Source: an optimization exercise on an open RTL-to-GDS flow (aim: small area and a short achievable clock period). Production flows keep margins and buffers that such runs may drop.
At most, simulation tests tie the RTL to the original design; equivalence was not proved.

==> inputs of v4 <==
==> flow/design.v (excerpt) <==
module videoHorizontalStretch
#(
    parameter int chunkBits = 5,
    localparam int chunkNumBits = hActiveBits - chunkBits,
    localparam int requestBits = vActiveBits + chunkNumBits
) (
    input logic scalerClock,
    input logic reset,
    input logic [scaleBits-1:0] hShrinkFactor,
    input logic downstreamRequestEmpty,
    input logic [requestBits-1:0] downstreamRequestData,
    output logic downstreamRequestRead,
    output logic responseWrite,
    output logic [15:0] responseData,
    input logic responseFull,
    input logic upstreamRequestRead,
    output logic upstreamRequestEmpty,
    output logic [requestBits-1:0] upstreamRequestData,
    input logic upstreamPixelWrite,
    input logic [15:0] upstreamPixelData,
    output logic upstreamPixelFull
);
clock: 9.0 ns
lec_check: 0
cap_margin: 20
core_margin: 2
core_utilization: 50
setup_slack_margin: 4.5
slew_margin: 20
run.sh (not shown) runs the stock make flow with config.mk's settings and CLKGATE_MAP_FILE= SYNTH_SCRIPT=/design/flow/synth_recipe.tcl, a recipe that flattens the netlist after the stock synthesis.
==> v13: changes against v4 <==
--- a/flow/design.v
+++ b/flow/design.v
@@ -1,38 +1,38 @@
 package stretchPkg;
     localparam int hActiveBits = 11;
     localparam int vActiveBits = 11;
     localparam int scaleFractionBits = 6;
     localparam int scaleBits = scaleFractionBits + 1;
     localparam int coordBits = hActiveBits + scaleFractionBits;
-    function automatic logic [5:0] blendChannel(
-        input logic [5:0] left,
-        input logic [5:0] right,
-        input logic [scaleFractionBits-1:0] fraction
-    );
-        logic [11:0] sum;
-        sum = {6'b0, left};
-        for (int i = 0; i < scaleFractionBits; i++) begin
-            sum = sum + ({6'b0, fraction[i] ? right : left} << i);
-        end
-        blendChannel = sum[11:6];
-    endfunction
     function automatic logic [15:0] blendPixels(
         input logic [15:0] left,
         input logic [15:0] right,
         input logic [scaleFractionBits-1:0] fraction
     );
-        logic [5:0] red;
+        logic signed [5:0] redDiff;
+        logic signed [6:0] greenDiff;
+        logic signed [5:0] blueDiff;
+        logic signed [12:0] redStep;
+        logic signed [13:0] greenStep;
+        logic signed [12:0] blueStep;
+        logic [4:0] red;
         logic [5:0] green;
-        logic [5:0] blue;
-        red = blendChannel({1'b0, left[15:11]}, {1'b0, right[15:11]}, fraction);
-        green = blendChannel(left[10:5], right[10:5], fraction);
-        blue = blendChannel({1'b0, left[4:0]}, {1'b0, right[4:0]}, fraction);
-        blendPixels = {red[4:0], green, blue[4:0]};
+        logic [4:0] blue;
+        redDiff = $signed({1'b0, right[15:11]}) - $signed({1'b0, left[15:11]});
+        greenDiff = $signed({1'b0, right[10:5]}) - $signed({1'b0, left[10:5]});
+        blueDiff = $signed({1'b0, right[4:0]}) - $signed({1'b0, left[4:0]});
+        redStep = redDiff * $signed({1'b0, fraction});
+        greenStep = greenDiff * $signed({1'b0, fraction});
+        blueStep = blueDiff * $signed({1'b0, fraction});
+        red = left[15:11] + redStep[10:6];
+        green = left[10:5] + greenStep[11:6];
+        blue = left[4:0] + blueStep[10:6];
+        blendPixels = {red, green, blue};
     endfunction
 endpackage
 `timescale 1ns/1ps
 import stretchPkg::*;
 module videoHorizontalStretch
 #(
     parameter int chunkBits = 5,
     localparam int chunkNumBits = hActiveBits - chunkBits,
@@ -55,56 +55,57 @@
     output logic upstreamPixelFull
 );
     localparam int queueBits = chunkNumBits;
     localparam int queueDepth = 1 << queueBits;
     localparam int pixelQueueBits = chunkBits + 1;
     localparam int pixelQueueDepth = 1 << pixelQueueBits;
     localparam int coordQueueDepth = 1 << chunkBits;
     localparam int chunkField = scaleFractionBits + chunkBits;
-    logic [scaleBits-1:0] shrink;
-    always_ff @(posedge scalerClock) begin
-        shrink <= hShrinkFactor;
-    end
     logic walking;
     logic dsRead;
+    logic firstColumn;
     logic [vActiveBits-1:0] currentRow;
-    logic [coordBits-1:0] baseCoord;
+    logic [chunkNumBits-1:0] currentChunk;
     logic [chunkBits-1:0] mapCount;
     logic [chunkNumBits-1:0] lastChunk;
     logic [chunkNumBits-1:0] previousChunk;
     logic lastValid;
     logic previousValid;
     logic [coordBits-1:0] coordAccum;
     logic coordFull;
     logic tagFull;
-    logic [coordBits-1:0] headBaseCoord;
+    logic [coordBits-1:0] baseCoord;
+    logic [coordBits-1:0] secondCoord;
     logic [coordBits-1:0] coord;
     logic [chunkNumBits-1:0] accumChunk;
     logic [chunkNumBits-1:0] accumNextChunk;
     logic needThisChunk;
     logic needNextChunk;
     logic advance;
     logic requestPush;
     logic [chunkNumBits-1:0] issuedChunk;
     logic [requestBits-1:0] issuedRequest;
-    assign headBaseCoord = coordBits'({downstreamRequestData[chunkNumBits-1:0],
-        {chunkBits{1'b0}}} * shrink + shrink[scaleBits-1:1]);
-    assign coord = coordAccum;
+    assign baseCoord = coordBits'({currentChunk, {chunkBits{1'b0}}} * hShrinkFactor
+        + hShrinkFactor[scaleBits-1:1]);
+    assign secondCoord = coordBits'({currentChunk, {(chunkBits-1){1'b0}}, 1'b1} * hShrinkFactor
+        + hShrinkFactor[scaleBits-1:1]);
+    assign coord = firstColumn ? baseCoord : coordAccum;
     assign accumChunk = coordAccum[coordBits-1:chunkField];
     assign accumNextChunk = accumChunk + 1'b1;
-    assign needThisChunk =
-        !((lastValid && lastChunk == accumChunk) || (previousValid && previousChunk == accumChunk));
+    assign needThisChunk = firstColumn
+        || !((lastValid && lastChunk == accumChunk) || (previousValid && previousChunk == accumChunk));
     assign needNextChunk = (coordAccum[scaleFractionBits-1:0] != '0)
         && (&coordAccum[chunkField-1:scaleFractionBits])
         && !((lastValid && lastChunk == accumNextChunk)
         || (previousValid && previousChunk == accumNextChunk));
     assign advance = walking && !coordFull && !tagFull;
     assign requestPush = advance && (needThisChunk || needNextChunk);
-    assign issuedChunk = needThisChunk ? accumChunk : accumNextChunk;
+    assign issuedChunk = firstColumn ? baseCoord[coordBits-1:chunkField]
+        : needThisChunk ? accumChunk : accumNextChunk;
     assign issuedRequest = {currentRow, issuedChunk};
     assign downstreamRequestRead = dsRead;
     always_ff @(posedge scalerClock or posedge reset) begin
         if (reset) begin
             walking <= 1'b0;
             dsRead <= 1'b0;
             mapCount <= '0;
             lastValid <= 1'b0;
@@ -131,27 +132,27 @@
                     end
                 end
             end
         end
     end
     always_ff @(posedge scalerClock) begin
         if (!walking) begin
             if (!downstreamRequestEmpty) begin
-                currentRow <= downstreamRequestData[requestBits-1:chunkNumBits];
-                baseCoord <= headBaseCoord;
-                coordAccum <= headBaseCoord;
+                {currentRow, currentChunk} <= downstreamRequestData;
+                firstColumn <= 1'b1;
             end
         end else begin
             if (requestPush) begin
                 lastChunk <= issuedChunk;
                 previousChunk <= lastChunk;
             end
             if (advance) begin
-                coordAccum <= coordAccum + coordBits'(shrink);
+                firstColumn <= 1'b0;
+                coordAccum <= firstColumn ? secondCoord : coordAccum + coordBits'(hShrinkFactor);
             end
         end
     end
     logic [requestBits-1:0] requestStore [queueDepth];
     logic [queueBits:0] requestWritePointer;
     logic [queueBits:0] requestNextPointer;
     logic [requestBits-1:0] requestHead;
     logic requestEmpty;
@@ -161,36 +162,24 @@
     logic [queueBits:0] tagCount;
     logic [chunkNumBits-1:0] headChunk;
     logic [pixelQueueBits+chunkNumBits-1:0] pixelReadPointer;
     assign requestPop = upstreamRequestRead && !requestEmpty;
     assign upstreamRequestEmpty = requestEmpty;
     assign upstreamRequestData = requestHead;
     assign tagReadPointer = pixelReadPointer[queueBits+chunkBits:chunkBits];
     assign tagCount = requestWritePointer - tagReadPointer;
-    logic [requestBits-1:0] requestNextWord;
-    always_comb begin
-        headChunk = '0;
-        requestNextWord = '0;
-        for (int i = 0; i < queueDepth; i++) begin
-            if (tagReadPointer[queueBits-1:0] == queueBits'(i)) begin
-                headChunk = headChunk | requestStore[i][chunkNumBits-1:0];
-            end
-            if (requestNextPointer[queueBits-1:0] == queueBits'(i)) begin
-                requestNextWord = requestNextWord | requestStore[i];
-            end
-        end
-    end
+    assign headChunk = requestStore[tagReadPointer[queueBits-1:0]][chunkNumBits-1:0];
     always_ff @(posedge scalerClock) begin
         if (requestPush) begin
             requestStore[requestWritePointer[queueBits-1:0]] <= issuedRequest;
         end
         if (requestPop) begin
             requestHead <= (requestNextPointer == requestWritePointer) ? issuedRequest
-                : requestNextWord;
+                : requestStore[requestNextPointer[queueBits-1:0]];
         end else if (requestEmpty) begin
             requestHead <= issuedRequest;
         end
     end
     always_ff @(posedge scalerClock or posedge reset) begin
         if (reset) begin
             requestWritePointer <= '0;
             requestNextPointer <= (queueBits+1)'(1);
@@ -232,33 +221,24 @@
     logic windowAdvance;
     logic [pixelQueueBits:0] pixelCount;
     logic [hActiveBits-1:0] headColumn;
     assign upstreamPixelFull = pixelFull;
     assign pixelPush = upstreamPixelWrite && !pixelFull;
     assign pixelReady = !pixelEmpty;
     assign pixelCount = pixelWritePointer - pixelReadPointer[pixelQueueBits:0];
     assign headColumn = {headChunk, pixelReadPointer[chunkBits-1:0]};
-    logic [15:0] pixelNextWord;
-    always_comb begin
-        pixelNextWord = '0;
-        for (int i = 0; i < pixelQueueDepth; i++) begin
-            if (pixelNextPointer == pixelQueueBits'(i)) begin
-                pixelNextWord = pixelNextWord | pixelStore[i];
-            end
-        end
-    end
     assign tagPop = windowAdvance && (&pixelReadPointer[chunkBits-1:0]);
     always_ff @(posedge scalerClock) begin
         if (pixelPush) begin
             pixelStore[pixelWritePointer[pixelQueueBits-1:0]] <= upstreamPixelData;
         end
         if (windowAdvance) begin
             pixelHead <= (pixelNextPointer == pixelWritePointer[pixelQueueBits-1:0])
-                ? upstreamPixelData : pixelNextWord;
+                ? upstreamPixelData : pixelStore[pixelNextPointer];
         end else if (pixelEmpty) begin
             pixelHead <= upstreamPixelData;
         end
     end
     always_ff @(posedge scalerClock or posedge reset) begin
         if (reset) begin
             pixelWritePointer <= '0;
             pixelReadPointer <= '0;
@@ -356,17 +336,17 @@
             end else if (windowAdvance) begin
                 covered <= coveredIfAdvance;
             end
         end
     end
     always_ff @(posedge scalerClock) begin
         if (coordRead) begin
             if (!headIsLast) begin
-                headCoord <= headCoord + coordBits'(shrink);
+                headCoord <= headCoord + coordBits'(hShrinkFactor);
             end else if (coordCount != (chunkBits+1)'(1)) begin
                 headCoord <= baseCoord;
             end else begin
                 headCoord <= coord;
             end
         end else if (coordEmpty) begin
             headCoord <= coord;
         end
==> flow/config.mk (replaced) <==
export PLATFORM = sky130hd
export DESIGN_NAME = videoHorizontalStretch
export DESIGN_NICKNAME = videoHorizontalStretch
export VERILOG_FILES = /design/flow/design.v
export SDC_FILE = /design/flow/constraint.sdc
export NUM_CORES = 4
export LEC_CHECK = 0
export CAP_MARGIN = 20
export CORE_MARGIN = 2
export CORE_UTILIZATION = 40
export SLEW_MARGIN = 20
==> v2: changes against v4 <==
--- a/flow/design.v
+++ b/flow/design.v
@@ -1,38 +1,38 @@
 package stretchPkg;
     localparam int hActiveBits = 11;
     localparam int vActiveBits = 11;
     localparam int scaleFractionBits = 6;
     localparam int scaleBits = scaleFractionBits + 1;
     localparam int coordBits = hActiveBits + scaleFractionBits;
-    function automatic logic [5:0] blendChannel(
-        input logic [5:0] left,
-        input logic [5:0] right,
-        input logic [scaleFractionBits-1:0] fraction
-    );
-        logic [11:0] sum;
-        sum = {6'b0, left};
-        for (int i = 0; i < scaleFractionBits; i++) begin
-            sum = sum + ({6'b0, fraction[i] ? right : left} << i);
-        end
-        blendChannel = sum[11:6];
-    endfunction
     function automatic logic [15:0] blendPixels(
         input logic [15:0] left,
         input logic [15:0] right,
         input logic [scaleFractionBits-1:0] fraction
     );
-        logic [5:0] red;
+        logic signed [5:0] redDiff;
+        logic signed [6:0] greenDiff;
+        logic signed [5:0] blueDiff;
+        logic signed [12:0] redStep;
+        logic signed [13:0] greenStep;
+        logic signed [12:0] blueStep;
+        logic [4:0] red;
         logic [5:0] green;
-        logic [5:0] blue;
-        red = blendChannel({1'b0, left[15:11]}, {1'b0, right[15:11]}, fraction);
-        green = blendChannel(left[10:5], right[10:5], fraction);
-        blue = blendChannel({1'b0, left[4:0]}, {1'b0, right[4:0]}, fraction);
-        blendPixels = {red[4:0], green, blue[4:0]};
+        logic [4:0] blue;
+        redDiff = $signed({1'b0, right[15:11]}) - $signed({1'b0, left[15:11]});
+        greenDiff = $signed({1'b0, right[10:5]}) - $signed({1'b0, left[10:5]});
+        blueDiff = $signed({1'b0, right[4:0]}) - $signed({1'b0, left[4:0]});
+        redStep = redDiff * $signed({1'b0, fraction});
+        greenStep = greenDiff * $signed({1'b0, fraction});
+        blueStep = blueDiff * $signed({1'b0, fraction});
+        red = left[15:11] + redStep[10:6];
+        green = left[10:5] + greenStep[11:6];
+        blue = left[4:0] + blueStep[10:6];
+        blendPixels = {red, green, blue};
     endfunction
 endpackage
 `timescale 1ns/1ps
 import stretchPkg::*;
 module videoHorizontalStretch
 #(
     parameter int chunkBits = 5,
     localparam int chunkNumBits = hActiveBits - chunkBits,
@@ -55,56 +55,57 @@
     output logic upstreamPixelFull
 );
     localparam int queueBits = chunkNumBits;
     localparam int queueDepth = 1 << queueBits;
     localparam int pixelQueueBits = chunkBits + 1;
     localparam int pixelQueueDepth = 1 << pixelQueueBits;
     localparam int coordQueueDepth = 1 << chunkBits;
     localparam int chunkField = scaleFractionBits + chunkBits;
-    logic [scaleBits-1:0] shrink;
-    always_ff @(posedge scalerClock) begin
-        shrink <= hShrinkFactor;
-    end
     logic walking;
     logic dsRead;
+    logic firstColumn;
     logic [vActiveBits-1:0] currentRow;
-    logic [coordBits-1:0] baseCoord;
+    logic [chunkNumBits-1:0] currentChunk;
     logic [chunkBits-1:0] mapCount;
     logic [chunkNumBits-1:0] lastChunk;
     logic [chunkNumBits-1:0] previousChunk;
     logic lastValid;
     logic previousValid;
     logic [coordBits-1:0] coordAccum;
     logic coordFull;
     logic tagFull;
-    logic [coordBits-1:0] headBaseCoord;
+    logic [coordBits-1:0] baseCoord;
+    logic [coordBits-1:0] secondCoord;
     logic [coordBits-1:0] coord;
     logic [chunkNumBits-1:0] accumChunk;
     logic [chunkNumBits-1:0] accumNextChunk;
     logic needThisChunk;
     logic needNextChunk;
     logic advance;
     logic requestPush;
     logic [chunkNumBits-1:0] issuedChunk;
     logic [requestBits-1:0] issuedRequest;
-    assign headBaseCoord = coordBits'({downstreamRequestData[chunkNumBits-1:0],
-        {chunkBits{1'b0}}} * shrink + shrink[scaleBits-1:1]);
-    assign coord = coordAccum;
+    assign baseCoord = coordBits'({currentChunk, {chunkBits{1'b0}}} * hShrinkFactor
+        + hShrinkFactor[scaleBits-1:1]);
+    assign secondCoord = coordBits'({currentChunk, {(chunkBits-1){1'b0}}, 1'b1} * hShrinkFactor
+        + hShrinkFactor[scaleBits-1:1]);
+    assign coord = firstColumn ? baseCoord : coordAccum;
     assign accumChunk = coordAccum[coordBits-1:chunkField];
     assign accumNextChunk = accumChunk + 1'b1;
-    assign needThisChunk =
-        !((lastValid && lastChunk == accumChunk) || (previousValid && previousChunk == accumChunk));
+    assign needThisChunk = firstColumn
+        || !((lastValid && lastChunk == accumChunk) || (previousValid && previousChunk == accumChunk));
     assign needNextChunk = (coordAccum[scaleFractionBits-1:0] != '0)
         && (&coordAccum[chunkField-1:scaleFractionBits])
         && !((lastValid && lastChunk == accumNextChunk)
         || (previousValid && previousChunk == accumNextChunk));
     assign advance = walking && !coordFull && !tagFull;
     assign requestPush = advance && (needThisChunk || needNextChunk);
-    assign issuedChunk = needThisChunk ? accumChunk : accumNextChunk;
+    assign issuedChunk = firstColumn ? baseCoord[coordBits-1:chunkField]
+        : needThisChunk ? accumChunk : accumNextChunk;
     assign issuedRequest = {currentRow, issuedChunk};
     assign downstreamRequestRead = dsRead;
     always_ff @(posedge scalerClock or posedge reset) begin
         if (reset) begin
             walking <= 1'b0;
             dsRead <= 1'b0;
             mapCount <= '0;
             lastValid <= 1'b0;
@@ -131,27 +132,27 @@
                     end
                 end
             end
         end
     end
     always_ff @(posedge scalerClock) begin
         if (!walking) begin
             if (!downstreamRequestEmpty) begin
-                currentRow <= downstreamRequestData[requestBits-1:chunkNumBits];
-                baseCoord <= headBaseCoord;
-                coordAccum <= headBaseCoord;
+                {currentRow, currentChunk} <= downstreamRequestData;
+                firstColumn <= 1'b1;
             end
         end else begin
             if (requestPush) begin
                 lastChunk <= issuedChunk;
                 previousChunk <= lastChunk;
             end
             if (advance) begin
-                coordAccum <= coordAccum + coordBits'(shrink);
+                firstColumn <= 1'b0;
+                coordAccum <= firstColumn ? secondCoord : coordAccum + coordBits'(hShrinkFactor);
             end
         end
     end
     logic [requestBits-1:0] requestStore [queueDepth];
     logic [queueBits:0] requestWritePointer;
     logic [queueBits:0] requestNextPointer;
     logic [requestBits-1:0] requestHead;
     logic requestEmpty;
@@ -161,36 +162,24 @@
     logic [queueBits:0] tagCount;
     logic [chunkNumBits-1:0] headChunk;
     logic [pixelQueueBits+chunkNumBits-1:0] pixelReadPointer;
     assign requestPop = upstreamRequestRead && !requestEmpty;
     assign upstreamRequestEmpty = requestEmpty;
     assign upstreamRequestData = requestHead;
     assign tagReadPointer = pixelReadPointer[queueBits+chunkBits:chunkBits];
     assign tagCount = requestWritePointer - tagReadPointer;
-    logic [requestBits-1:0] requestNextWord;
-    always_comb begin
-        headChunk = '0;
-        requestNextWord = '0;
-        for (int i = 0; i < queueDepth; i++) begin
-            if (tagReadPointer[queueBits-1:0] == queueBits'(i)) begin
-                headChunk = headChunk | requestStore[i][chunkNumBits-1:0];
-            end
-            if (requestNextPointer[queueBits-1:0] == queueBits'(i)) begin
-                requestNextWord = requestNextWord | requestStore[i];
-            end
-        end
-    end
+    assign headChunk = requestStore[tagReadPointer[queueBits-1:0]][chunkNumBits-1:0];
     always_ff @(posedge scalerClock) begin
         if (requestPush) begin
             requestStore[requestWritePointer[queueBits-1:0]] <= issuedRequest;
         end
         if (requestPop) begin
             requestHead <= (requestNextPointer == requestWritePointer) ? issuedRequest
-                : requestNextWord;
+                : requestStore[requestNextPointer[queueBits-1:0]];
         end else if (requestEmpty) begin
             requestHead <= issuedRequest;
         end
     end
     always_ff @(posedge scalerClock or posedge reset) begin
         if (reset) begin
             requestWritePointer <= '0;
             requestNextPointer <= (queueBits+1)'(1);
@@ -232,33 +221,24 @@
     logic windowAdvance;
     logic [pixelQueueBits:0] pixelCount;
     logic [hActiveBits-1:0] headColumn;
     assign upstreamPixelFull = pixelFull;
     assign pixelPush = upstreamPixelWrite && !pixelFull;
     assign pixelReady = !pixelEmpty;
     assign pixelCount = pixelWritePointer - pixelReadPointer[pixelQueueBits:0];
     assign headColumn = {headChunk, pixelReadPointer[chunkBits-1:0]};
-    logic [15:0] pixelNextWord;
-    always_comb begin
-        pixelNextWord = '0;
-        for (int i = 0; i < pixelQueueDepth; i++) begin
-            if (pixelNextPointer == pixelQueueBits'(i)) begin
-                pixelNextWord = pixelNextWord | pixelStore[i];
-            end
-        end
-    end
     assign tagPop = windowAdvance && (&pixelReadPointer[chunkBits-1:0]);
     always_ff @(posedge scalerClock) begin
         if (pixelPush) begin
             pixelStore[pixelWritePointer[pixelQueueBits-1:0]] <= upstreamPixelData;
         end
         if (windowAdvance) begin
             pixelHead <= (pixelNextPointer == pixelWritePointer[pixelQueueBits-1:0])
-                ? upstreamPixelData : pixelNextWord;
+                ? upstreamPixelData : pixelStore[pixelNextPointer];
         end else if (pixelEmpty) begin
             pixelHead <= upstreamPixelData;
         end
     end
     always_ff @(posedge scalerClock or posedge reset) begin
         if (reset) begin
             pixelWritePointer <= '0;
             pixelReadPointer <= '0;
@@ -356,17 +336,17 @@
             end else if (windowAdvance) begin
                 covered <= coveredIfAdvance;
             end
         end
     end
     always_ff @(posedge scalerClock) begin
         if (coordRead) begin
             if (!headIsLast) begin
-                headCoord <= headCoord + coordBits'(shrink);
+                headCoord <= headCoord + coordBits'(hShrinkFactor);
             end else if (coordCount != (chunkBits+1)'(1)) begin
                 headCoord <= baseCoord;
             end else begin
                 headCoord <= coord;
             end
         end else if (coordEmpty) begin
             headCoord <= coord;
         end
==> flow/config.mk (replaced) <==
export PLATFORM = sky130hd
export DESIGN_NAME = videoHorizontalStretch
export DESIGN_NICKNAME = videoHorizontalStretch
export VERILOG_FILES = /design/flow/design.v
export SDC_FILE = /design/flow/constraint.sdc
export NUM_CORES = 4
export LEC_CHECK = 0
export CAP_MARGIN = 20
export CORE_MARGIN = 2
export CORE_UTILIZATION = 50
export SETUP_SLACK_MARGIN = 4.3
export SLEW_MARGIN = 20
==> run summary <==
quantity                                                     v2               v13                v4
GR Layer Usage met3                                      0.0424            0.0310             0.139
Post-synth cell types                                        81                81                79
FF/Latch Area                                        70300 um^2        70300 um^2        70700 um^2
Y dimension of the die                                   460 um            514 um            443 um
End point of the worst hold path                      holdValid  previousChunk[0]  previousChunk[0]
Syn Area/Cell                                         18.1 um^2         18.1 um^2         15.3 um^2
Data arrival at the endpoint of the critical path       8060 ps           9050 ps           5730 ps
Buffers outside the clock class                             493               291               499
Met2 track demand over resource                           0.400             0.313             0.603
Later-pin clock latency in the skew report               890 ps            920 ps            930 ps
Xor/xnor share of the synthesized area                   0.0219            0.0219            0.0184
Status                         no timing/DRC/antenna violations  no timing/DRC/antenna violations  no timing/DRC/antenna violations
Setup repair after global routing missed its margin        true             false              true
Number of synthesized flops with an enable pin             2264              2264              2274
The RTL of v13 and v2 was laid out without a check of its function.

==> port drivers added, routing unchanged <==
How much do the figures lean on ideal ports? The routed layouts below were timed once more, with nothing changed but the port constraints. Step 1 assumes that a clkbuf_16 drives the clock port and a buf_2 every other input. Step 2 also shifts input and output timing later by t, the mid clock arrival at the registers, as if the neighbouring blocks saw the same clock. Slacks: ideal / step 1 / step 2; pairs: ideal / step 1.
| run | shift t [ns] | setup slack, ns | worst hold slack (ns) | clock arrival spread, ns |
|---|---|---|---|---|
| v4 | 1.002 | 3.932 / 3.932 / 3.358 | 0.474 / 0.474 / 0.474 | 0.052 / 0.053 |
| v13 | 0.959 | 0.603 / 0.603 / 0.603 | 0.423 / 0.423 / 0.423 | 0.110 / 0.110 |
| v2 | 0.946 | 1.513 / 1.513 / 1.513 | 0.446 / 0.446 / 0.446 | 0.077 / 0.077 |
After both steps every run listed still meets setup and hold. For v4, which loses most, drivers alone change the setup slack by 0.000 ns; drivers and shift together by -0.574 ns.
